This design comes from an exercise in tuning for small area and a short achievable clock period on the open sky130 flow, not from production work. The RTL was checked by simulation tests, not by an equivalence proof against the original design. No activity file was given, so power comes from the tool's default toggle rates.

## flow/design.v (module list and top-level ports; edited modules follow where they fit)
// module cpu_alu_shifter: 48 lines
// module cpu_alu_mux2i: 8 lines
// module cpu_alu: 865 lines
// module cpu_alu_benc: 10 lines
// module cpu_alu_bpp: 11 lines
// module cpu_alu_benc2: 10 lines
// module cpu_alu_bpp2: 13 lines
// module cpu_alu_bppbit: 10 lines
// module cpu_alu_fa: 10 lines
// module cpu_alu_ha: 9 lines
// module cpu_alu_cpa: 726 lines
// module cpu_alu_nand2: 3 lines
// module cpu_alu_nor2: 3 lines
// module cpu_alu_xnor2: 3 lines
// module cpu_alu_inv: 3 lines
// module cpu_alu_aoi21: 3 lines
// module cpu_alu_oai21: 3 lines
// module cpu_alu_maj3n: 3 lines
module cpu_alu #(
    parameter int WIDTH = pkg_cpu_alu::ALU_WIDTH
) (
    input  logic             clk,
    input  logic             rst,
    input  logic             in_valid,
    input  logic [WIDTH-1:0] a,
    input  logic [WIDTH-1:0] b,
    input  logic [3:0]       oper,
    input  logic [3:0]       flags_in,
    output logic             out_valid,
    output logic [WIDTH-1:0] result,
    output logic [3:0]       flags_out
);
  // ...
==> flow/flow/run.sh <==
#!/bin/bash
# Standard layout, except that the port buffers are plain buf_2 cells instead of the
# resizer's default choice.
set -e
export BUFFER_PORTS_ARGS="-buffer_cell sky130_fd_sc_hd__buf_2"
bash standard.sh > standard.log 2>&1
==> flow/standard.sh <==
#!/bin/bash
# synth_recipe.tcl (not shown) runs the flow's synth.tcl, then flattens the netlist and writes it again
# the make line also repeats each setting of config.mk as NAME=value (left out here)
make -C /OpenROAD-flow-scripts/flow DESIGN_CONFIG=/design/flow/config.mk WORK_HOME=/design/flow/orfs CLKGATE_MAP_FILE= SYNTH_SCRIPT=/design/flow/synth_recipe.tcl "${@:-finish}"
==> flow/config.mk <==
export PLATFORM = sky130hd
export DESIGN_NAME = cpu_alu
export DESIGN_NICKNAME = cpu_alu
export VERILOG_FILES = /design/flow/design.v
export SDC_FILE = /design/flow/constraint.sdc
export NUM_CORES = 4
export LEC_CHECK = 0
export CAP_MARGIN = 20
export CORE_MARGIN = 2
export CORE_UTILIZATION = 60
export SETUP_SLACK_MARGIN = 5
export SLEW_MARGIN = 20
export SYNTH_HIERARCHICAL = 1
==> flow/constraint.sdc <==
create_clock -name core_clock -period 11.0 [get_ports {clk}]
set_input_delay 2.2000 -clock core_clock [delete_from_list [all_inputs] [get_ports {clk}]]
set_output_delay 2.2000 -clock core_clock [all_outputs]
set_load 0.01 [all_outputs]
==> summary.md, run 1 <==
| Metric | Value |
|---|---|
| Status | `complete, no violations` |
| Signal inverters | `176` |
| Htree depth | `2` |
| Nets | `3053` |
| CP Class | `primary input to flip-flop` |
| Buffers, non-clock | `383` |
| Fill count | `2178` |
| Die area | `0.0352 mm^2` |
| Share of layout cells above drive strength 1 | `0.309` |
| Crit path largest cell delay | `480 ps` |
| Multi-input combinational area share | `0.775` |
| Vias per cell | `7.12` |
| DRT Wirelength | `91.2 mm` |
| Met3 global-route usage | `0.118` |
| Slowest-stage cell, CP | `fa_1` |
| Tap cells | `448` |
| Adder-Cell Fraction of Synth Area | `0.258` |
| Avg WL per Cell | `29.1 um` |
| Hold_sp | `rst` |
| Die Span X | `188 um` |
| Overall Global Routing Usage | `0.465` |
| Clock group | `154 uW` |
| Synth top area share | `0.208` |
| Post-synthesis average cell area | `8.27 um^2` |
| Initial antenna violation count | `3` |
| Post-Synth Simple-Gate Area | `0.116` |
| Overflow after GRT | `0` |
| Total count of max-transition violations in the final report | `0` |
| Post-synthesis compound-gate area fraction | `0.206` |
| Dpl cells | `2880` |
| Post-synth EDFFs | `0` |
| Via count of the first global-routing pass | `20878` |
| Post-Layout Cell Count | `3135` |
| Post-synthesis xor/xnor area fraction | `0.189` |
| Fin Hold WS | `2070 ps` |
| CTS Buf Count | `5` |
| CP bufs+invs | `6` |
| Final clock-cell share | `0.00585` |
| Placed cell area | `0.0212 mm^2` |
| Final Cycle Share | `0.683` |
| CTS resizes | `305` |
| Initial Utilization | `0.607` |
| Clk slew on worst S/H paths | `50 ps` |
| Root buffer selected by CTS | `clkbuf_16` |
| DRC viols | `0` |
==> run 2: changes to the inputs <==
--- a/flow/config.mk
+++ b/flow/config.mk
@@ -8,6 +8,6 @@
 export CAP_MARGIN = 20
 export CORE_MARGIN = 2
 export CORE_UTILIZATION = 60
-export SETUP_SLACK_MARGIN = 5
+export SETUP_SLACK_MARGIN = 4
 export SLEW_MARGIN = 20
 export SYNTH_HIERARCHICAL = 1
==> run 2 against run 1 <==
Non-clock buffer count fell by 37. Clock-buffer cell count did not move. Flip-flop and latch count did not move. First-iteration DRC count fell by 4.0%. Combinational power fell by 8.5%. Cell area fell by 3.4%. Worst hold slack got worse by 3.8 ps. Core utilization fell by 2.7 points. Critical path type unchanged. Critical endpoint is now r_flags[0]$_DFF_P_.
==> summary.md, run 2 <==
| Metric | Value |
|---|---|
| Arrival time at the worst endpoint | `7650 ps (was 7660 ps)` |
| Die area | `0.0352 mm^2 (unchanged)` |
| Slew @ Worst Pin | `1210 ps (was 1340 ps)` |
| Largest regs | `r_result x32, r_flags x3, r_valid x1 (unchanged)` |
| Top cells by area, synth | `fa_1, xnor2_1, mux2i_1 (unchanged)` |
| Row cnt | `67 (unchanged)` |
| Num Clock Sinks | `36 (unchanged)` |
| Routed wl met3 | `11.0 mm (was 12.4 mm)` |
| Vias | `21468 (was 22328)` |
| DRC viols | `0 (unchanged)` |
| Status | `complete, no violations (unchanged)` |
| Most frequent cells in the layout | `xnor2_1, o22ai_1, nand2_1 (was xnor2_1, o22ai_1, buf_4)` |
| Final Critical Period | `7450 ps (was 7510 ps)` |
| PD cells | `180 mW/mm^2 (was 189 mW/mm^2)` |
| Initial antenna violation count | `0 (was 3)` |
| VDD IR max | `449 uV (was 782 uV)` |
| Yosys top cell by area | `fa_1 (unchanged)` |
| Layout area overhead | `24.3% (was 28.7%)` |
| Vias per cell | `6.93 (was 7.12)` |
| Share of layout cells above drive strength 1 | `0.272 (was 0.309)` |
| Final setup TNS | `0 ps (unchanged)` |
| Largest register FFs | `32 (unchanged)` |
| Fin Hold WS | `2060 ps (was 2070 ps)` |
| Critical Path Source Type | `primary input (unchanged)` |
| GPL Wtd Cong | `1.00 (was 0.992)` |
| First-pass GRT wire length | `124 mm (was 125 mm)` |
| Most frequent cell after synthesis | `xnor2_1 (unchanged)` |
| Via count of the first global-routing pass | `20514 (was 20878)` |
| CP endpoint kind | `flip-flop (unchanged)` |
| Top reg by flops | `r_result (unchanged)` |
| Initial Utilization | `0.607 (unchanged)` |
| Overall Global Routing Usage | `0.460 (was 0.465)` |
| Pre-CTS WS | `2180 ps (was 2400 ps)` |
| Starting DRT DRC Count | `2844 (was 2963)` |
| Dpl cells | `2881 (was 2880)` |
| DP Wirelength | `55.1 mm (was 56.1 mm)` |
| Metal2 WL | `37.5 mm (was 39.5 mm)` |
| Core area | `0.0334 mm^2 (unchanged)` |
| Post-Layout Cell Count | `3096 (was 3135)` |
| Uppermost layer routed | `met4 (was met5)` |
| Post-synthesis average cell area | `8.27 um^2 (unchanged)` |
| Root buffer selected by CTS | `clkbuf_16 (unchanged)` |
| Relative slew slack | `0.171 (was 0.0842)` |
| Port Buf Inserts | `109 (unchanged)` |
| Synth top area share | `0.208 (unchanged)` |
| Hold Vio Cnt, Final | `0 (unchanged)` |
| CP Class | `primary input to flip-flop (unchanged)` |
| Overflow after GRT | `0 (unchanged)` |
| Final setup violation count | `0 (unchanged)` |
| DRT Wirelength | `86.4 mm (was 91.2 mm)` |
| CTS tree | `done (unchanged)` |
| Syn Inst Count | `2450 (unchanged)` |
| Achievable Freq | `134 MHz (was 133 MHz)` |
| ANT cells | `0 (was 1)` |
| Layout Utilization | `0.755 (was 0.781)` |
| Count of cell types in the netlist | `80 (unchanged)` |
| WL met1 | `30.6 mm (about the same)` |
| Max-Cap Viols | `0 (unchanged)` |
| Post-synthesis cell area | `0.0203 mm^2 (unchanged)` |
| Number of I/O pins | `112 (unchanged)` |
| Crit Path Max Fanout | `6 (was 7)` |
| Post-synthesis register bit count | `36 (unchanged)` |
| Post-synth EDFFs | `0 (unchanged)` |
| Register area share after synthesis | `0.0356 (unchanged)` |
| Post-route ant nets | `0 (unchanged)` |
| Hold Crit Class | `primary input to flip-flop (unchanged)` |
| Htree depth | `2 (unchanged)` |
| CTS Buf Count | `5 (unchanged)` |
| Total count of max-transition violations in the final report | `0 (unchanged)` |
| Maximum clock insertion buffer count | `2 (unchanged)` |
| Die Ht | `188 um (unchanged)` |
| Asr flop ratio synth | `0 (unchanged)` |
| Final Cycle Share | `0.677 (was 0.683)` |
| Setup slack after layout | `3550 ps (was 3490 ps)` |
| Leading cell type in the layout, fill and taps excluded | `xnor2_1 (unchanged)` |
| Nets | `3015 (was 3053)` |
| YS warnings | `10 (unchanged)` |
| Top post-synthesis cells by count | `xnor2_1, o22ai_1, nand2_1 (unchanged)` |
| Drt pass-1 iters | `8 (unchanged)` |
| WP data required | `11200 ps (was 11150 ps)` |
| Clk slew on worst S/H paths | `60 ps (was 50 ps)` |
| Largest net degree at the start of global routing | `69 (was 65)` |
| Die Span X | `188 um (unchanged)` |
| RSZ-0062 raised after global routing | `true (unchanged)` |
| Avg WL per Cell | `27.9 um (was 29.1 um)` |
| Main synth FF type | `dfxtp_1 (unchanged)` |
| Leakage | `0.0104 uW (was 0.0107 uW)` |
-- run 2: cell types whose count changed in the layout (fill, tap and decap cells not counted), moves of 8 or more --
cell	delta
buf_4	-22
buf_6	-16
nand2_1	+11
nand2_2	-10
nor2_1	+8
o21ai_0	+21
o21ai_1	+13
o21ai_2	-25
o21ai_4	-10
xnor2_2	+11
xnor2_4	-14
-- run 2: metrics by stage --
step                      total power [uW]  area, um^2
after floorplan                       2550       20500
after global placement                3510       20900
after detailed placement              3570       20900
after CTS                             4100       23900
after global routing                  4800       25200
final                                 4530       25200
-- run 2: Yosys stat by module, one instance, submodules excluded, a selection --
module / cells inside / flops+latches / area, um^2 / copies in the design
cpu_alu_aoi21: 1 / 0 / 8.76 / 32
cpu_alu: 701 / 36 / 4780 / 1
cpu_alu_cpa: 32 / 0 / 280 / 1
cpu_alu_maj3n: 2 / 0 / 12.5 / 1
cpu_alu_nand2: 1 / 0 / 3.75 / 90
cpu_alu_nor2: 1 / 0 / 3.75 / 53
cpu_alu_ha: 1 / 0 / 12.5 / 30
cpu_alu_mux2i: 1 / 0 / 10.0 / 160
cpu_alu_oai21: 1 / 0 / 5.00 / 48
cpu_alu_shifter: 220 / 0 / 1460 / 1
cpu_alu_xnor2: 1 / 0 / 8.76 / 64
cpu_alu_benc2: 6 / 0 / 50.0 / 16
cpu_alu_fa: 1 / 0 / 20.0 / 210
cpu_alu_inv: 1 / 0 / 3.75 / 65
-- run 2: cell families after synthesis --
logic type | count (synthesis) | synth area share
DFF | 36 | 0.0356
AOI/OAI and AO/OA | 644 | 0.206
and+or+nand+nor | 482 | 0.116
buffers and inverters | 338 | 0.0852
adders and majority gates | 292 | 0.258
muxes | 221 | 0.110
other | 1 | 0.000185
xor gates and xnor gates | 436 | 0.189
-- run 2: cell type report --
class,instances,area (um^2)
Clock buffer,7,153
Sequential cell,36,721
Tap cell,448,561
Timing Repair Buffer,346,3390
Fill cell,2404,8180
Multi-Input combinational cell,2081,19600
Inverter,171,683
Timing Repair inverter,7,52.6
-- run 2: power by group --
group	leakage [uW]	switching, uW	internal (uW)
clock	0.0000760	59.9	95.3
combinational	0.0100	2300	1890
sequential	0.000302	10.3	175
total	0.0104	2370	2160
-- run 2: critical path: stages --
cell     delay [ps]
buf_12          120
ha_4            160
nor2b_4         160
buf_6           130
buf_12          130
buf_4           120
xnor2_1         150
o22ai_1         410
fa_1            540
fa_1            510
fa_1            410
fa_1            500
fa_1            500
nand2_1          50
o21ai_1         220
xnor2_2         150
buf_4           180
buf_4           150
xnor2_1         120
nor2_1           90
nand2_1         100
nor2_4          160
nand2_2         100
nor2_1          110
nand2_1          50
o21ai_1         120
-- run 2: metal layers --
metal	GRT usage	vias to the layer above
met5	0	-
met4	0.282	0
met3	0.102	541
met2	0.725	1782
met1	0.574	10146
li1	-	8999
-- run 2: worst paths after layout --
path	start	end	slack [ps]	cells past startpoint
setup / recovery	b[21]	r_flags[0]$_DFF_P_	3550	26
hold / removal	rst	r_valid$_DFF_P_	2060	2
-- run 2: timing repair --
item	in CTS	in global routing
hold buffers	0	0
setup buffers	127	57
pin swaps	75	59
endpoints found under the setup margin	26	19
endpoints found under the hold margin	0	0
gates resized for setup	258	155
cloned	21	3
==> run 3: changes to the inputs <==
--- a/flow/config.mk
+++ b/flow/config.mk
@@ -8,6 +8,6 @@
 export CAP_MARGIN = 20
 export CORE_MARGIN = 2
 export CORE_UTILIZATION = 60
-export SETUP_SLACK_MARGIN = 4
+export SETUP_SLACK_MARGIN = 2
 export SLEW_MARGIN = 20
 export SYNTH_HIERARCHICAL = 1
==> run 3 against run 2 <==
Maximum frequency shrank 14%. Still clean on timing, DRC and antenna. Sequential share of layout area is 0.60 points higher. Critical endpoint is now r_result[19]$_DFF_P_. Flip-flop and latch count did not move. Total power is 16% lower. Die area unchanged. Wire length decreased by 16%.
==> summary.md, run 3 <==
| Metric | Value |
|---|---|
| Relative slew slack | `0.257 (was 0.171)` |
| Arrival time at the worst endpoint | `8850 ps (was 7650 ps)` |
| Post-synthesis cell area | `0.0203 mm^2 (unchanged)` |
| Slew @ Worst Pin | `1110 ps (was 1210 ps)` |
| Post-synthesis average cell area | `8.27 um^2 (unchanged)` |
| Most frequent cell after synthesis | `xnor2_1 (unchanged)` |
| Critical Path Sink | `r_result[19]$_DFF_P_ (was r_flags[0]$_DFF_P_)` |
| Post-synth EDFFs | `0 (unchanged)` |
| Status | `complete, no violations (unchanged)` |
| Share of layout cells above drive strength 1 | `0.111 (was 0.272)` |
| CTS Hold Bufs | `0 (unchanged)` |
| VDD IR max | `398 uV (was 449 uV)` |
| CP bufs+invs | `4 (was 6)` |
| DRT Wirelength | `72.5 mm (was 86.4 mm)` |
| Fill count | `3097 (was 2404)` |
| Final setup TNS | `0 ps (unchanged)` |
| Total count of max-transition violations in the final report | `0 (unchanged)` |
| Layout area overhead | `2.89% (was 24.3%)` |
| Hold Vio Cnt, Final | `0 (unchanged)` |
| Main synth FF type | `dfxtp_1 (unchanged)` |
| Overflow after GRT | `0 (unchanged)` |
| Maximum clock insertion buffer count | `2 (unchanged)` |
| Largest regs | `r_result x32, r_flags x3, r_valid x1 (unchanged)` |
| Crit. Startpoint | `b[1] (was b[21])` |
| CP dominant cell by count | `fa_1 (unchanged)` |
| Die Span X | `188 um (unchanged)` |
| CTS resizes | `0 (was 258)` |
| Row cnt | `67 (unchanged)` |
| RSZ-0062 raised after global routing | `false (was true)` |
| Post-synthesis register bit count | `36 (unchanged)` |
| Achievable Freq | `115 MHz (was 134 MHz)` |
| Crit Path Max Fanout | `21 (was 6)` |
| PD cells | `183 mW/mm^2 (was 180 mW/mm^2)` |
| Final Critical Period | `8690 ps (was 7450 ps)` |
| Final setup violation count | `0 (unchanged)` |
| Most frequent cells in the layout | `xnor2_1, o22ai_1, nand2_1 (unchanged)` |
| Hold_sp | `rst (unchanged)` |
| Top cells by area, synth | `fa_1, xnor2_1, mux2i_1 (unchanged)` |
| Number of I/O pins | `112 (unchanged)` |
| CTS tree | `done (unchanged)` |
| Num Clock Sinks | `36 (unchanged)` |
| Via count of the first global-routing pass | `18853 (was 20514)` |
| Vias per cell | `6.66 (was 6.93)` |
| Final Cycle Share | `0.790 (was 0.677)` |
| DRC viols | `0 (unchanged)` |
| Critical path's top delay family | `adder cells (unchanged)` |
| Vias | `19231 (was 21468)` |
| Die area | `0.0352 mm^2 (unchanged)` |
| First-pass GRT wire length | `111 mm (was 124 mm)` |
| Yosys top cell by area | `fa_1 (unchanged)` |
| Slowest-stage cell, CP | `xnor2_1 (was fa_1)` |
| Crit path largest cell delay | `640 ps (was 540 ps)` |
| Clk slew on worst S/H paths | `60 ps (about the same)` |
| Drt pass-1 iters | `5 (was 8)` |
| CP endpoint kind | `flip-flop (unchanged)` |
| Total power | `3810 uW (was 4530 uW)` |
| Avg WL per Cell | `25.1 um (was 27.9 um)` |
| Synth top area share | `0.208 (unchanged)` |
| Placed cell area | `0.0207 mm^2 (was 0.0209 mm^2)` |
| Register area | `721 um^2 (unchanged)` |
| Post-route ant nets | `0 (unchanged)` |
| Overall Global Routing Usage | `0.406 (was 0.460)` |
| Initial Utilization | `0.607 (unchanged)` |
| CTS Buf Count | `5 (unchanged)` |
| WP data required | `11160 ps (was 11200 ps)` |
| Max-Cap Viols | `0 (unchanged)` |
| Leading cell type in the layout, fill and taps excluded | `xnor2_1 (unchanged)` |
| Leakage | `0.00832 uW (was 0.0104 uW)` |
| Die Ht | `188 um (unchanged)` |
| Top post-synthesis cells by count | `xnor2_1, o22ai_1, nand2_1 (unchanged)` |
| Top reg by flops | `r_result (unchanged)` |
| YS warnings | `10 (unchanged)` |
| DP Wirelength | `55.5 mm (was 55.1 mm)` |
| Initial antenna violation count | `0 (unchanged)` |
| Count of cell types in the netlist | `80 (unchanged)` |
| Root buffer selected by CTS | `clkbuf_16 (unchanged)` |
| Layout Utilization | `0.625 (was 0.755)` |
| Footprint of the multi-input gates | `0.0179 mm^2 (was 0.0196 mm^2)` |
| Htree depth | `2 (unchanged)` |
| Largest register FFs | `32 (unchanged)` |
| Post-CTS setup buffer count | `0 (was 127)` |
| Hold Crit Class | `primary input to flip-flop (unchanged)` |
| CP Class | `primary input to flip-flop (unchanged)` |
| Core area | `0.0334 mm^2 (unchanged)` |
| Register area share after synthesis | `0.0356 (unchanged)` |
| Starting DRT DRC Count | `1773 (was 2844)` |
| Port Buf Inserts | `109 (unchanged)` |
| Syn Inst Count | `2450 (unchanged)` |
| Crit. path cell count | `23 (was 26)` |
| Critical Path Source Type | `primary input (unchanged)` |
| ANT cells | `0 (unchanged)` |
| Nets | `2805 (was 3015)` |
| Largest net degree at the start of global routing | `68 (was 69)` |
| Asr flop ratio synth | `0 (unchanged)` |
| Worst path cell trace | `buf_2 -> ha_1 -> nor2b_4 -> buf_4 -> xnor2_1 -> o22ai_1 -> fa_1 -> fa_1 -> fa_1 -> fa_1 -> nand2_1 -> o21ai_0 -> xnor2_1 -> nor2_1 -> a21oi_2 -> o21ai_1 -> a21oi_4 -> inv_1 -> a21oi_2 -> inv_1 -> xnor2_1 -> nand2_1 -> o21ai_0` |
| GPL Wtd Cong | `0.994 (was 1.00)` |
| Final Cell Area | `0.0208 mm^2 (was 0.0252 mm^2)` |
[run 3: changes by cell type in the layout (fill, tap and decap cells not counted), sizes merged]
| cell | before | now |
|---|---|---|
| clkbuf | 15 | 8 |
| a21oi | 90 | 89 |
| clkinvlp | 18 | 2 |
| bufbuf | 10 | 0 |
| inv | 160 | 169 |
| buf | 328 | 146 |
| nor2b | 48 | 46 |
[run 3: how the worst min path moves through the flow]
stage                           end  slack (ps)  cells after the start
floorplan           r_valid$_DFF_P_        2270                      1
global placement    r_valid$_DFF_P_        2360                      2
detailed placement  r_valid$_DFF_P_        2360                      2
CTS                 r_valid$_DFF_P_        2050                      2
global route        r_valid$_DFF_P_        2070                      2
finish              r_valid$_DFF_P_        2050                      2
[run 3: cells by family (layout without fill, tap and decap cells)]
family | after synthesis | in the layout | synth area share
AO/OA/AOI/OAI | 644 | 644 | 0.206
multiplexers | 221 | 221 | 0.110
adder cells (fa/ha/maj) | 292 | 292 | 0.258
buffers and inverters | 338 | 325 | 0.0852
AND/OR/NAND/NOR | 482 | 482 | 0.116
flip-flops | 36 | 36 | 0.0356
XOR/XNOR | 436 | 436 | 0.189
other | 1 | 3 | 0.000185
[run 3: Yosys stat by module (local to each module, per instance), excerpt]
module | copies in the design | flops+latches
cpu_alu_aoi21 | 32 | 0
cpu_alu_oai21 | 48 | 0
cpu_alu | 1 | 36
cpu_alu_cpa | 1 | 0
cpu_alu_nor2 | 53 | 0
cpu_alu_xnor2 | 64 | 0
cpu_alu_nand2 | 90 | 0
cpu_alu_shifter | 1 | 0
cpu_alu_maj3n | 1 | 0
cpu_alu_inv | 65 | 0
cpu_alu_mux2i | 160 | 0
[run 3: stage by stage]
stage,worst slack [ps],cells,hold slack [ps]
CTS,2320,2887,2050
finish,2310,2887,2050
detailed placement,2040,2879,2360
global route,2020,2887,2070
global placement,2100,2879,2360
floorplan,2340,2452,2270
[run 3: metal layers]
layer	GRT usage	vias up	routed length, um
li1	-	8554	-
met2	0.658	1063	32900
met5	0	-	0
met3	0.0601	222	6660
met4	0.191	0	3770
met1	0.534	9392	29200
[run 3: final cells by class]
cell class | count | area share
Inverter | 171 | 0.0312
Sequential cell | 36 | 0.0346
Timing Repair Buffer | 146 | 0.0395
Multi-Input combinational cell | 2078 | 0.861
Tap cell | 448 | 0.0269
Clock buffer | 8 | 0.00702
[run 3: report_power, final]
part	switching, uW	leakage (uW)	internal, uW	total (uW)
combinational	2000	0.00795	1470	3480
sequential	9.30	0.000302	175	184
clock	57.7	0.0000712	90.4	148
total	2070	0.00832	1740	3810
==> run 4: changes to the inputs <==
--- a/flow/config.mk
+++ b/flow/config.mk
@@ -8,6 +8,7 @@
 export CAP_MARGIN = 20
 export CORE_MARGIN = 2
 export CORE_UTILIZATION = 60
-export SETUP_SLACK_MARGIN = 2
+export SETUP_SLACK_MARGIN = 3.5
 export SLEW_MARGIN = 20
 export SYNTH_HIERARCHICAL = 1
+export TNS_END_PERCENT = 0
==> run 4 against run 3 <==
Via count increased by 4.0%. Global-route usage increased by 1.8 points. Non-clock buffer count increased by 113. Worst hold slack got worse by 1.1 ps. First-iteration DRC count increased by 6.5%. Synthesized area unchanged. Synthesized cell count unchanged.
==> summary.md, run 4 <==
| Metric | Value |
|---|---|
| Via count of the first global-routing pass | `19444 (was 18853)` |
| Post-route ant nets | `0 (unchanged)` |
| Arrival time at the worst endpoint | `7730 ps (was 8850 ps)` |
| Count of cell types in the netlist | `80 (unchanged)` |
| Max-Cap Viols | `0 (unchanged)` |
| Achievable Freq | `133 MHz (was 115 MHz)` |
| Maximum clock insertion buffer count | `2 (unchanged)` |
| Net Sw Frac | `0.532 (was 0.544)` |
| Leading cell type in the layout, fill and taps excluded | `xnor2_1 (unchanged)` |
| Post-synth EDFFs | `0 (unchanged)` |
| Initial Utilization | `0.607 (unchanged)` |
| Sequential share of power | `0.045 (was 0.048)` |
| Vias per cell | `6.64 (was 6.66)` |
| Largest register FFs | `32 (unchanged)` |
| Final Cycle Share | `0.684 (was 0.790)` |
| Leakage | `0.00924 uW (was 0.00832 uW)` |
| Avg WL per Cell | `25.8 um (was 25.1 um)` |
| CP dominant cell by count | `nand2_1 (was fa_1)` |
| Post-synthesis cell area | `0.0203 mm^2 (unchanged)` |
| Post-synthesis compound-gate area fraction | `0.206 (unchanged)` |
| Starting DRT DRC Count | `1889 (was 1773)` |
| GPL Wtd Cong | `0.987 (was 0.994)` |
| First-pass GRT wire length | `115 mm (was 111 mm)` |
| Synth top area share | `0.208 (unchanged)` |
| Post-synthesis xor/xnor area fraction | `0.189 (unchanged)` |
| Most frequent cell after synthesis | `xnor2_1 (unchanged)` |
| Vias | `20007 (was 19231)` |
| Number of I/O pins | `112 (unchanged)` |
| Die Span X | `188 um (unchanged)` |
| Clock power frac | `0.036 (was 0.039)` |
| Post-Synth Simple-Gate Area | `0.116 (unchanged)` |
| Drt pass-1 iters | `7 (was 5)` |
| Main synth FF type | `dfxtp_1 (unchanged)` |
| Syn Inst Count | `2450 (unchanged)` |
| Crit. Startpoint | `a[6] (was b[1])` |
| CTS Buf Count | `5 (unchanged)` |
| Num Clock Sinks | `36 (unchanged)` |
| Total power | `4080 uW (was 3810 uW)` |
| DP Wirelength | `55.3 mm (was 55.5 mm)` |
| Htree depth | `2 (unchanged)` |
| Core area | `0.0334 mm^2 (unchanged)` |
| Crit Path Max Fanout | `18 (was 21)` |
| Power share of the combinational group | `0.919 (was 0.913)` |
| Most frequent cells in the layout | `xnor2_1, o22ai_1, nand2_1 (unchanged)` |
| Overflow after GRT | `0 (unchanged)` |
| Post-synthesis average cell area | `8.27 um^2 (unchanged)` |
| Hold Crit Class | `primary input to flip-flop (unchanged)` |
| Crit path largest cell delay | `700 ps (was 640 ps)` |
| Initial antenna violation count | `0 (unchanged)` |
| Layout area overhead | `12.8% (was 2.89%)` |
| Post-synthesis mux area share | `0.110 (unchanged)` |
| DRC viols | `0 (unchanged)` |
| Port Buf Inserts | `109 (unchanged)` |
| Largest family of logic cells by synthesized area | `adder cells (unchanged)` |
| CP Class | `primary input to flip-flop (unchanged)` |
| PD cells | `178 mW/mm^2 (was 183 mW/mm^2)` |
| Overall Global Routing Usage | `0.424 (was 0.406)` |
| CTS tree | `done (unchanged)` |
| Row cnt | `67 (unchanged)` |
| Asr flop ratio synth | `0 (unchanged)` |
| CTS Hold Bufs | `0 (unchanged)` |
| Register area share after synthesis | `0.0356 (unchanged)` |
| DRT Wirelength | `77.7 mm (was 72.5 mm)` |
| Top post-synthesis cells by count | `xnor2_1, o22ai_1, nand2_1 (unchanged)` |
| Final setup TNS | `0 ps (unchanged)` |
| Cell Int Power | `1910 uW (was 1740 uW)` |
| Largest regs | `r_result x32, r_flags x3, r_valid x1 (unchanged)` |
| Top reg by flops | `r_result (unchanged)` |
| Worst path cell trace | `buf_2 -> xnor2_1 -> o22ai_2 -> fa_2 -> fa_2 -> fa_1 -> fa_2 -> fa_1 -> fa_1 -> nand2_1 -> o21ai_2 -> xnor2_2 -> buf_4 -> buf_4 -> xnor2_1 -> nor2_1 -> nand2_1 -> nor2_2 -> nand2_1 -> nor2_1 -> nand2_1 -> o21ai_2 (was buf_2 -> ha_1 -> nor2b_4 -> buf_4 -> xnor2_1 -> o22ai_1 -> fa_1 -> fa_1 -> fa_1 -> fa_1 -> nand2_1 -> o21ai_0 -> xnor2_1 -> nor2_1 -> a21oi_2 -> o21ai_1 -> a21oi_4 -> inv_1 -> a21oi_2 -> inv_1 -> xnor2_1 -> nand2_1 -> o21ai_0)` |
| Net switching power | `2170 uW (was 2070 uW)` |
| Root buffer selected by CTS | `clkbuf_16 (unchanged)` |
| Largest net degree at the start of global routing | `67 (was 68)` |
| Die area | `0.0352 mm^2 (unchanged)` |
| YS warnings | `10 (unchanged)` |
| Top cells by area, synth | `fa_1, xnor2_1, mux2i_1 (unchanged)` |
| VDD IR max | `356 uV (was 398 uV)` |
| Relative slew slack | `0.376 (was 0.257)` |
| Critical Path Source Type | `primary input (unchanged)` |
| Final setup violation count | `0 (unchanged)` |
| Adder-Cell Fraction of Synth Area | `0.258 (unchanged)` |
| Slowest-stage cell, CP | `buf_2 (was xnor2_1)` |
| Nets | `2932 (was 2805)` |
| Hold Vio Cnt, Final | `0 (unchanged)` |
| Final Critical Period | `7520 ps (was 8690 ps)` |
| Clk slew on worst S/H paths | `60 ps (about the same)` |
| Post-synthesis register bit count | `36 (unchanged)` |
| Die Ht | `188 um (unchanged)` |
| Yosys top cell by area | `fa_1 (unchanged)` |
| ANT cells | `0 (unchanged)` |
| RSZ-0062 raised after global routing | `true (was false)` |
| WP data required | `11210 ps (was 11160 ps)` |
| Total count of max-transition violations in the final report | `0 (unchanged)` |
| CP endpoint kind | `flip-flop (unchanged)` |
| Status | `complete, no violations (unchanged)` |
| Critical Path Sink | `r_flags[0]$_DFF_P_ (was r_result[19]$_DFF_P_)` |
| Share of layout cells above drive strength 1 | `0.189 (was 0.111)` |
| Slew @ Worst Pin | `933 ps (was 1110 ps)` |
-- run 4: area by class of cell --
cell class	instances	area (um^2)
fillers	2809	10500
repair inverters	10	70.1
inverters	171	683
multi-input cells	2082	18600
clock buffers	8	146
well taps	448	561
repair buffers	259	2070
flip-flops and latches	36	721
-- run 4: cells by family after synthesis --
group	after synthesis
adders and majority gates	292
other	1
buffers and inverters	338
AOI/OAI and AO/OA	644
DFF	36
muxes	221
xor gates and xnor gates	436
and+or+nand+nor	482
-- run 4: Yosys stat by module, one instance, submodules excluded, a selection --
module	copies in the design	area [um^2]	flip-flops and latches
cpu_alu_xnor2	64	8.76	0
cpu_alu_shifter	1	1460	0
cpu_alu_benc2	16	50.0	0
cpu_alu	1	4780	36
cpu_alu_mux2i	160	10.0	0
cpu_alu_inv	65	3.75	0
cpu_alu_nand2	90	3.75	0
cpu_alu_nor2	53	3.75	0
-- run 4: timing repair --
item	4_1_cts	5_1_grt
setup endpoints to repair	19	19
pin swaps	15	40
cloned	10	7
resized for setup	83	120
buffers inserted	59	51
-- run 4: per-layer routing --
layer | GRT usage | part of all wire | vias to the layer above
met3 | 0.0795 | 0.10 | 349
met2 | 0.682 | 0.44 | 1256
li1 | - | - | 8821
met5 | 0 | 0 | -
met4 | 0.243 | 0.076 | 0
met1 | 0.536 | 0.38 | 9581
-- run 4: power groups by stage --
stage / registers (uW) / logic (uW) / clock network, uW
6_report: 184 / 3740 / 148
3_3_place_gp: 186 / 3330 / 0
2_1_floorplan: 212 / 2310 / 0
4_1_cts: 184 / 3490 / 150
3_5_place_dp: 187 / 3340 / 0
5_1_grt: 187 / 4070 / 153
-- run 4: worst max-delay path, delay by kind of cell --
kind,cells,cell delay [ps]
buffers and inverters,3,980
AOI/OAI and AO/OA,3,360
adders and majority gates,6,2750
and+or+nand+nor,7,800
xor gates and xnor gates,3,650
-- run 4: how the worst min path moves through the flow --
| stage | from | endpoint | slack, ps | depth (start not counted) |
|---|---|---|---|---|
| after global routing | rst | r_valid$_DFF_P_ | 2070 | 2 |
| after global placement | rst | r_valid$_DFF_P_ | 2360 | 2 |
| after floorplan | rst | r_valid$_DFF_P_ | 2270 | 1 |
| after CTS | rst | r_valid$_DFF_P_ | 2050 | 2 |
| after detailed placement | rst | r_valid$_DFF_P_ | 2360 | 2 |
| final | rst | r_valid$_DFF_P_ | 2050 | 2 |
-- run 4: per-stage QoR --
step                utilization  worst slack (ps)  instances  area, um^2  hold WS, ps
finish                    0.685              3480       3014       22800         2050
detailed placement        0.619              1960       2879       20700         2360
CTS                       0.655              3500       2956       21800         2050
floorplan                     -              3450       2452       20300         2270
global placement          0.619              2040       2879       20700         2360
global route              0.685              3330       3014       22800         2070
==> run 5: changes to the inputs <==
--- a/flow/config.mk
+++ b/flow/config.mk
@@ -8,7 +8,6 @@
 export CAP_MARGIN = 20
 export CORE_MARGIN = 2
 export CORE_UTILIZATION = 60
-export SETUP_SLACK_MARGIN = 3.5
+export SETUP_SLACK_MARGIN = 3
 export SLEW_MARGIN = 20
 export SYNTH_HIERARCHICAL = 1
-export TNS_END_PERCENT = 0
==> run 5 against run 4 <==
Still clean. Global-route usage down 1.0 points. Synthesized cell count unchanged. First-iteration DRC count down 5.9%. Critical path depth down 1. Final cell count down 2.4%. Critical endpoint unchanged.
==> summary.md, run 5 <==
| Metric | Value |
|---|---|
| Final setup violation count | `0 (unchanged)` |
| Core area | `0.0334 mm^2 (unchanged)` |
| Number of I/O pins | `112 (unchanged)` |
| Post-synth EDFFs | `0 (unchanged)` |
| Die Ht | `188 um (unchanged)` |
| Final Critical Period | `7880 ps (was 7520 ps)` |
| YS warnings | `10 (unchanged)` |
| RSZ-0062 raised after global routing | `true (unchanged)` |
| Initial antenna violation count | `0 (unchanged)` |
| Final Cycle Share | `0.717 (was 0.684)` |
| CTS tree | `done (unchanged)` |
| DP Wirelength | `55.3 mm (unchanged)` |
| Syn Inst Count | `2450 (unchanged)` |
| Clk slew on worst S/H paths | `60 ps (about the same)` |
| Vias per cell | `6.60 (was 6.64)` |
| Hold Vio Cnt, Final | `0 (unchanged)` |
| Port Buf Inserts | `109 (unchanged)` |
| Max-Cap Viols | `0 (unchanged)` |
| WP data required | `11210 ps (about the same)` |
| CP Class | `primary input to flip-flop (unchanged)` |
| Crit Path Max Fanout | `22 (was 18)` |
| Fill count | `2999 (was 2809)` |
| Top cells by area, synth | `fa_1, xnor2_1, mux2i_1 (unchanged)` |
| Overflow after GRT | `0 (unchanged)` |
| Final Cell Area | `0.0216 mm^2 (was 0.0228 mm^2)` |
| Post-route ant nets | `0 (unchanged)` |
| Final setup TNS | `0 ps (unchanged)` |
| DRT Wirelength | `74.0 mm (was 77.7 mm)` |
| Drt pass-1 iters | `6 (was 7)` |
| Starting DRT DRC Count | `1778 (was 1889)` |
| CTS Buf Count | `5 (unchanged)` |
| Hold Crit Class | `primary input to flip-flop (unchanged)` |
| Root buffer selected by CTS | `clkbuf_16 (unchanged)` |
| Critical Path Source Type | `primary input (unchanged)` |
| Metal2 WL | `32.7 mm (was 34.4 mm)` |
| Num Clock Sinks | `36 (unchanged)` |
| Routed wl met3 | `7.11 mm (was 8.10 mm)` |
| Share of layout cells above drive strength 1 | `0.141 (was 0.189)` |
| Register area share after synthesis | `0.0356 (unchanged)` |
| Most frequent cell after synthesis | `xnor2_1 (unchanged)` |
| Die Span X | `188 um (unchanged)` |
| Nets | `2861 (was 2932)` |
| PD cells | `180 mW/mm^2 (was 178 mW/mm^2)` |
| Uppermost layer routed | `met4 (unchanged)` |
| Post-synthesis register bit count | `36 (unchanged)` |
| Largest net degree at the start of global routing | `67 (unchanged)` |
| Total power | `3900 uW (was 4080 uW)` |
| CTS Hold Bufs | `0 (unchanged)` |
| Total count of max-transition violations in the final report | `0 (unchanged)` |
| Top reg by flops | `r_result (unchanged)` |
| Via count of the first global-routing pass | `19042 (was 19444)` |
| Arrival time at the worst endpoint | `8090 ps (was 7730 ps)` |
| Htree depth | `2 (unchanged)` |
| GPL Wtd Cong | `0.987 (unchanged)` |
| Avg WL per Cell | `25.2 um (was 25.8 um)` |
| Status | `complete, no violations (unchanged)` |
| Slew @ Worst Pin | `1030 ps (was 933 ps)` |
| Most frequent cells in the layout | `xnor2_1, o22ai_1, nand2_1 (unchanged)` |
| Post-synthesis cell area | `0.0203 mm^2 (unchanged)` |
| Layout area overhead | `6.79% (was 12.8%)` |
| Count of cell types in the netlist | `80 (unchanged)` |
| WL met1 | `29.0 mm (was 29.3 mm)` |
| Placed cell area | `0.0207 mm^2 (unchanged)` |
| First-pass GRT wire length | `112 mm (was 115 mm)` |
| DRC viols | `0 (unchanged)` |
| Main synth FF type | `dfxtp_1 (unchanged)` |
| Die area | `0.0352 mm^2 (unchanged)` |
| Post-synthesis average cell area | `8.27 um^2 (unchanged)` |
| Row cnt | `67 (unchanged)` |
| Largest regs | `r_result x32, r_flags x3, r_valid x1 (unchanged)` |
| Initial Utilization | `0.607 (unchanged)` |
| Maximum clock insertion buffer count | `2 (unchanged)` |
| Overall Global Routing Usage | `0.414 (was 0.424)` |
| Asr flop ratio synth | `0 (unchanged)` |
| Yosys top cell by area | `fa_1 (unchanged)` |
| Leading cell type in the layout, fill and taps excluded | `xnor2_1 (unchanged)` |
| VDD IR max | `385 uV (was 356 uV)` |
| Fin Hold WS | `2050 ps (about the same)` |
| Leakage | `0.00875 uW (was 0.00924 uW)` |
| Top post-synthesis cells by count | `xnor2_1, o22ai_1, nand2_1 (unchanged)` |
| Relative slew slack | `0.316 (was 0.376)` |
| Synth top area share | `0.208 (unchanged)` |
| Layout Utilization | `0.648 (was 0.685)` |
| Vias | `19422 (was 20007)` |
| CP endpoint kind | `flip-flop (unchanged)` |
| Achievable Freq | `127 MHz (was 133 MHz)` |
| ANT cells | `0 (unchanged)` |
| Largest register FFs | `32 (unchanged)` |
-- run 5: cell counts after synthesis --
Identical to the previous run, type by type.
-- run 5: logic make-up after synthesis --
family,count (synthesis),share of synthesized area
AO/OA/AOI/OAI,644,0.206
XOR/XNOR,436,0.189
adder cells (fa/ha/maj),292,0.258
buffers and inverters,338,0.0852
flip-flops,36,0.0356
multiplexers,221,0.110
other,1,0.000185
AND/OR/NAND/NOR,482,0.116
-- run 5: final timing paths --
kind                 end  slack, ps  depth (start not counted)  startpoint
max   r_flags[0]$_DFF_P_       3120                         21        b[1]
min      r_valid$_DFF_P_       2050                          2         rst
-- run 5: critical path, stage by stage --
cell	delay, ps
clkbuf_4	260
nor3b_2	240
a21oi_4	490
o22ai_1	230
fa_1	580
fa_1	560
fa_1	430
fa_1	390
fa_1	450
fa_1	620
nor2_1	80
a21oi_1	280
xnor2_2	170
xnor2_1	150
nor2_1	120
nand2_1	100
nor2_1	230
nand2_1	130
nor2_1	130
nand2_1	90
o21ai_1	140
-- run 5: routing by layer --
metal,up-vias,global-route usage
met5,-,0
met4,0,0.232
met3,323,0.0760
met2,1083,0.665
met1,9348,0.526
li1,8668,-
-- run 5: area by class of cell --
class | count | area, um^2 | share of cell area
sequential | 36 | 721 | 0.0333
tap | 448 | 561 | 0.0259
multi-input combinational | 2081 | 18200 | 0.840
timing repair buffer | 197 | 1350 | 0.0626
timing repair inverter | 2 | 15.0 | 0.000694
clock buffer | 8 | 146 | 0.00677
inverter | 171 | 661 | 0.0305
-- run 5: per-module statistics from Yosys, one instance, submodules excluded, a selection --
module	flops+latches	times used
cpu_alu	36	1
cpu_alu_shifter	0	1
cpu_alu_cpa	0	1
cpu_alu_benc2	0	16
cpu_alu_fa	0	210
cpu_alu_ha	0	30
cpu_alu_maj3n	0	1
cpu_alu_mux2i	0	160
cpu_alu_aoi21	0	32
cpu_alu_xnor2	0	64
cpu_alu_oai21	0	48
cpu_alu_inv	0	65
cpu_alu_nand2	0	90
cpu_alu_nor2	0	53
-- run 5: where the power goes --
part	switching, uW	internal (uW)	total [uW]
registers	9.37	175	184
logic	2030	1540	3570
clock network	56.3	90.4	147
-- run 5: what timing repair did --
item | 4_1_cts | 5_1_grt
buffers inserted | 7 | 44
endpoints found under the setup margin | 19 | 19
pin swaps | 1 | 3
resized for setup | 24 | 29
cloned | 5 | 0
-- run 5: stage by stage --
stage          cells  worst slack [ps]
2_1_floorplan   2452              3450
3_3_place_gp    2879              2040
3_5_place_dp    2879              1960
4_1_cts         2899              3010
5_1_grt         2943              2850
6_report        2943              3120
==> run 6: changes to the inputs <==
==> flow/flow/run.sh (replaced) <==
#!/bin/bash
# Standard layout, except that the port buffers are plain buf_2 cells instead of the
# resizer's default choice, and non-critical cells are downsized after global routing.
set -e
export BUFFER_PORTS_ARGS="-buffer_cell sky130_fd_sc_hd__buf_2"
export RECOVER_POWER=100
bash standard.sh > standard.log 2>&1
--- a/flow/config.mk
+++ b/flow/config.mk
@@ -8,6 +8,6 @@
 export CAP_MARGIN = 20
 export CORE_MARGIN = 2
 export CORE_UTILIZATION = 60
-export SETUP_SLACK_MARGIN = 3
+export SETUP_SLACK_MARGIN = 4
 export SLEW_MARGIN = 20
 export SYNTH_HIERARCHICAL = 1
==> run 6 against run 5 <==
Now fails the layout checks on max-capacitance violations, max-slew violations. Worst setup slack lost 960 ps. Critical path type unchanged. Core utilization grew 10 points. Largest power group unchanged. Worst hold slack gained 8.5 ps. Via count grew 11%. Maximum frequency shrank 11%.
==> summary.md, run 6 <==
| Metric | Value |
|---|---|
| Status | `finished with violations (was complete, no violations)` |
| SO Faults | `max-capacitance violations, max-slew violations` |
| Drt pass-1 iters | `7 (was 6)` |
| Die Ht | `188 um (unchanged)` |
| Top cells by area, synth | `fa_1, xnor2_1, mux2i_1 (unchanged)` |
| Achievable Freq | `113 MHz (was 127 MHz)` |
| Overall Global Routing Usage | `0.460 (was 0.414)` |
| PD cells | `180 mW/mm^2 (about the same)` |
| Initial antenna violation count | `0 (unchanged)` |
| Final Critical Period | `8840 ps (was 7880 ps)` |
| Post-synthesis average cell area | `8.27 um^2 (unchanged)` |
| YS warnings | `10 (unchanged)` |
| Num Clock Sinks | `36 (unchanged)` |
| Final setup TNS | `0 ps (unchanged)` |
| Total power | `4500 uW (was 3900 uW)` |
| Crit Path Max Fanout | `7 (was 22)` |
| Critical path's top delay family | `adder cells (unchanged)` |
| WP data required | `11230 ps (was 11210 ps)` |
| Core area | `0.0334 mm^2 (unchanged)` |
| Final setup violation count | `0 (unchanged)` |
| Placed cell area | `0.0209 mm^2 (was 0.0207 mm^2)` |
| Top post-synthesis cells by count | `xnor2_1, o22ai_1, nand2_1 (unchanged)` |
| Die Span X | `188 um (unchanged)` |
| Slowest-stage cell, CP | `clkbuf_1 (was fa_1)` |
| Post-synthesis mux area share | `0.110 (unchanged)` |
| Starting DRT DRC Count | `2862 (was 1778)` |
| CTS Hold Bufs | `0 (unchanged)` |
| GPL Wtd Cong | `1.00 (was 0.987)` |
| Number of I/O pins | `112 (unchanged)` |
| Post-synthesis xor/xnor area fraction | `0.189 (unchanged)` |
| Fin Hold WS | `2060 ps (was 2050 ps)` |
| WHS Path Cells | `2 (unchanged)` |
| Register area share after synthesis | `0.0356 (unchanged)` |
| Root buffer selected by CTS | `clkbuf_16 (unchanged)` |
| Port Buf Inserts | `109 (unchanged)` |
| Count of cell types in the netlist | `80 (unchanged)` |
| Arrival time at the worst endpoint | `9060 ps (was 8090 ps)` |
| Slew @ Worst Pin | `2220 ps (was 1030 ps)` |
| Vias per cell | `6.94 (was 6.60)` |
| DRT Wirelength | `86.5 mm (was 74.0 mm)` |
| Critical Path Source Type | `primary input (unchanged)` |
| CTS tree | `done (unchanged)` |
| Layout area overhead | `23.7% (was 6.79%)` |
| Synth top area share | `0.208 (unchanged)` |
| Crit path largest cell delay | `950 ps (was 620 ps)` |
| Post-Synth Simple-Gate Area | `0.116 (unchanged)` |
| Maximum clock insertion buffer count | `2 (unchanged)` |
| Share of layout cells above drive strength 1 | `0.252 (was 0.141)` |
| Most frequent cells in the layout | `xnor2_1, o22ai_1, nand2_1 (unchanged)` |
| Max-Cap Viols | `1 (was 0)` |
| Avg WL per Cell | `28.0 um (was 25.2 um)` |
| Footprint of the multi-input gates | `0.0196 mm^2 (was 0.0182 mm^2)` |
| Final Cycle Share | `0.804 (was 0.717)` |
| Pre-CTS WS | `2180 ps (was 1960 ps)` |
| Post-synthesis register bit count | `36 (unchanged)` |
| Total count of max-transition violations in the final report | `33 (was 0)` |
| Main synth FF type | `dfxtp_1 (unchanged)` |
| Most frequent cell after synthesis | `xnor2_1 (unchanged)` |
| Asr flop ratio synth | `0 (unchanged)` |
| Leading cell type in the layout, fill and taps excluded | `xnor2_1 (unchanged)` |
| DRC viols | `0 (unchanged)` |
| Top reg by flops | `r_result (unchanged)` |
| Largest family of logic cells by synthesized area | `adder cells (unchanged)` |
| Row cnt | `67 (unchanged)` |
| Hold_sp | `rst (unchanged)` |
| Via count of the first global-routing pass | `20514 (was 19042)` |
| Yosys top cell by area | `fa_1 (unchanged)` |
| Post-synth EDFFs | `0 (unchanged)` |
| Clk slew on worst S/H paths | `60 ps (about the same)` |
| First-pass GRT wire length | `124 mm (was 112 mm)` |
| Post-route ant nets | `0 (unchanged)` |
| VDD IR max | `458 uV (was 385 uV)` |
| Initial Utilization | `0.607 (unchanged)` |
| ANT cells | `0 (unchanged)` |
| Vias | `21497 (was 19422)` |
| Largest register FFs | `32 (unchanged)` |
| Hold Vio Cnt, Final | `0 (unchanged)` |
| Fill count | `2426 (was 2999)` |
| Crit. Startpoint | `b[1] (unchanged)` |
| Htree depth | `2 (unchanged)` |
| Post-synthesis cell area | `0.0203 mm^2 (unchanged)` |
| Overflow after GRT | `0 (unchanged)` |
| Syn Inst Count | `2450 (unchanged)` |
| CTS Buf Count | `5 (unchanged)` |
| Largest regs | `r_result x32, r_flags x3, r_valid x1 (unchanged)` |
| Setup slack after layout | `2160 ps (was 3120 ps)` |
| Leakage | `0.0102 uW (was 0.00875 uW)` |
| CP bufs+invs | `9 (was 1)` |
| CP endpoint kind | `flip-flop (unchanged)` |
| Hold EP | `r_valid$_DFF_P_ (unchanged)` |
| CP Class | `primary input to flip-flop (unchanged)` |
| CP dominant cell by count | `fa_1 (unchanged)` |
| RSZ-0062 raised after global routing | `true (unchanged)` |
| Adder-Cell Fraction of Synth Area | `0.258 (unchanged)` |
| Die area | `0.0352 mm^2 (unchanged)` |
| Largest net degree at the start of global routing | `69 (was 67)` |
| Nets | `3015 (was 2861)` |
| DP Wirelength | `55.1 mm (was 55.3 mm)` |
| Register area | `721 um^2 (unchanged)` |
| Hold Crit Class | `primary input to flip-flop (unchanged)` |
| Final Cell Area | `0.0251 mm^2 (was 0.0216 mm^2)` |
| Relative slew slack | `-0.480 (was 0.316)` |
| Post-synthesis compound-gate area fraction | `0.206 (unchanged)` |
run 6: layout make-up:
class / count / area share
Clock buffer: 7 / 0.00609
Inverter: 171 / 0.0273
Multi-Input combinational cell: 2081 / 0.783
Sequential cell: 36 / 0.0288
Tap cell: 448 / 0.0224
Timing Repair Buffer: 346 / 0.131
Timing Repair inverter: 7 / 0.00210
run 6: timing repair:
action | in CTS | in global routing
setup endpoints to repair | 26 | 19
resized for setup | 258 | 155
hold endpoints to repair | 0 | 0
gates cloned | 21 | 3
pin swaps | 75 | 59
setup buffers | 127 | 57
run 6: how the worst max path moves through the flow:
stage               cells past startpoint  slack (ps)              endpoint
finish                                 29        2160  r_result[31]$_DFF_P_
global route                           29        1940  r_result[31]$_DFF_P_
CTS                                    23        3840    r_flags[2]$_DFF_P_
detailed placement                     21        2180  r_result[19]$_DFF_P_
global placement                       21        2240  r_result[19]$_DFF_P_
floorplan                              24        3750    r_flags[2]$_DFF_P_
run 6: cells by family (layout without fill, tap and decap cells):
family / after synthesis / count (layout)
AO/OA/AOI/OAI: 644 / 645
XOR/XNOR: 436 / 436
adder cells (fa/ha/maj): 292 / 292
buffers and inverters: 338 / 531
flip-flops: 36 / 36
multiplexers: 221 / 221
other: 1 / 3
AND/OR/NAND/NOR: 482 / 484
run 6: metrics by stage:
stage,instances,util
after floorplan,2452,-
after CTS,3036,0.716
after global placement,2881,0.626
after detailed placement,2881,0.626
after global routing,3096,0.751
final,3096,0.751
run 6: Yosys stat by module (local to each module, per instance), a selection:
module | times used | flops+latches
cpu_alu_maj3n | 1 | 0
cpu_alu_cpa | 1 | 0
cpu_alu_mux2i | 160 | 0
cpu_alu_oai21 | 48 | 0
cpu_alu_inv | 65 | 0
cpu_alu_nor2 | 53 | 0
cpu_alu_aoi21 | 32 | 0
cpu_alu_nand2 | 90 | 0
cpu_alu_xnor2 | 64 | 0
cpu_alu_ha | 30 | 0
cpu_alu_fa | 210 | 0
cpu_alu_shifter | 1 | 0
cpu_alu | 1 | 36
cpu_alu_benc2 | 16 | 0
run 6: where the power goes:
part / total [uW] / switching [uW] / internal (uW) / leakage (uW)
clock network: 156 / 60.9 / 95.3 / 0.0000760
registers: 187 / 12.2 / 175 / 0.000302
logic: 4160 / 2300 / 1860 / 0.00984
total: 4500 / 2370 / 2130 / 0.0102
run 6: per-layer routing:
layer	wire (um)	global-route usage	share of wire	up-vias
met1	30500	0.574	0.35	10133
met5	0	0	0	-
met2	37300	0.725	0.43	1808
met4	7500	0.282	0.087	0
li1	-	-	-	8993
met3	11300	0.102	0.13	563

port drivers added, routing unchanged:
The flow's constraints put no driver on any port. The routed layouts listed below were extracted and timed again, unchanged, in two steps. Step 1, drivers: a clkbuf_16 drives clk and a buf_2 each remaining input, both assumed. Step 2 adds t to the input delays and takes it off the output delays; t is the mean of the earliest and latest rising clock arrival at the registers after step 1. Input paths then give back, and output paths get back, about the clock's delay inside the block. a / b / c = ideal ports / drivers / drivers and shift; a / b = the first two.
| run | t, ns | slack for setup (ns) | clock arrival spread, ns |
|---|---|---|---|
| run 1 | 0.336 | 3.490 / 3.445 / 3.110 | 0.012 / 0.011 |
| run 2 | 0.328 | 3.552 / 3.492 / 3.165 | 0.010 / 0.009 |
| run 3 | 0.339 | 2.310 / 2.330 / 1.991 | 0.008 / 0.008 |
| run 4 | 0.333 | 3.481 / 3.480 / 3.147 | 0.006 / 0.006 |
| run 5 | 0.333 | 3.117 / 3.137 / 2.805 | 0.007 / 0.007 |
| run 6 | 0.328 | 2.161 / 2.081 / 1.753 | 0.009 / 0.010 |
The setup slack of run 6, which loses most, moves by -0.080 ns with the drivers and by -0.408 ns with both steps.
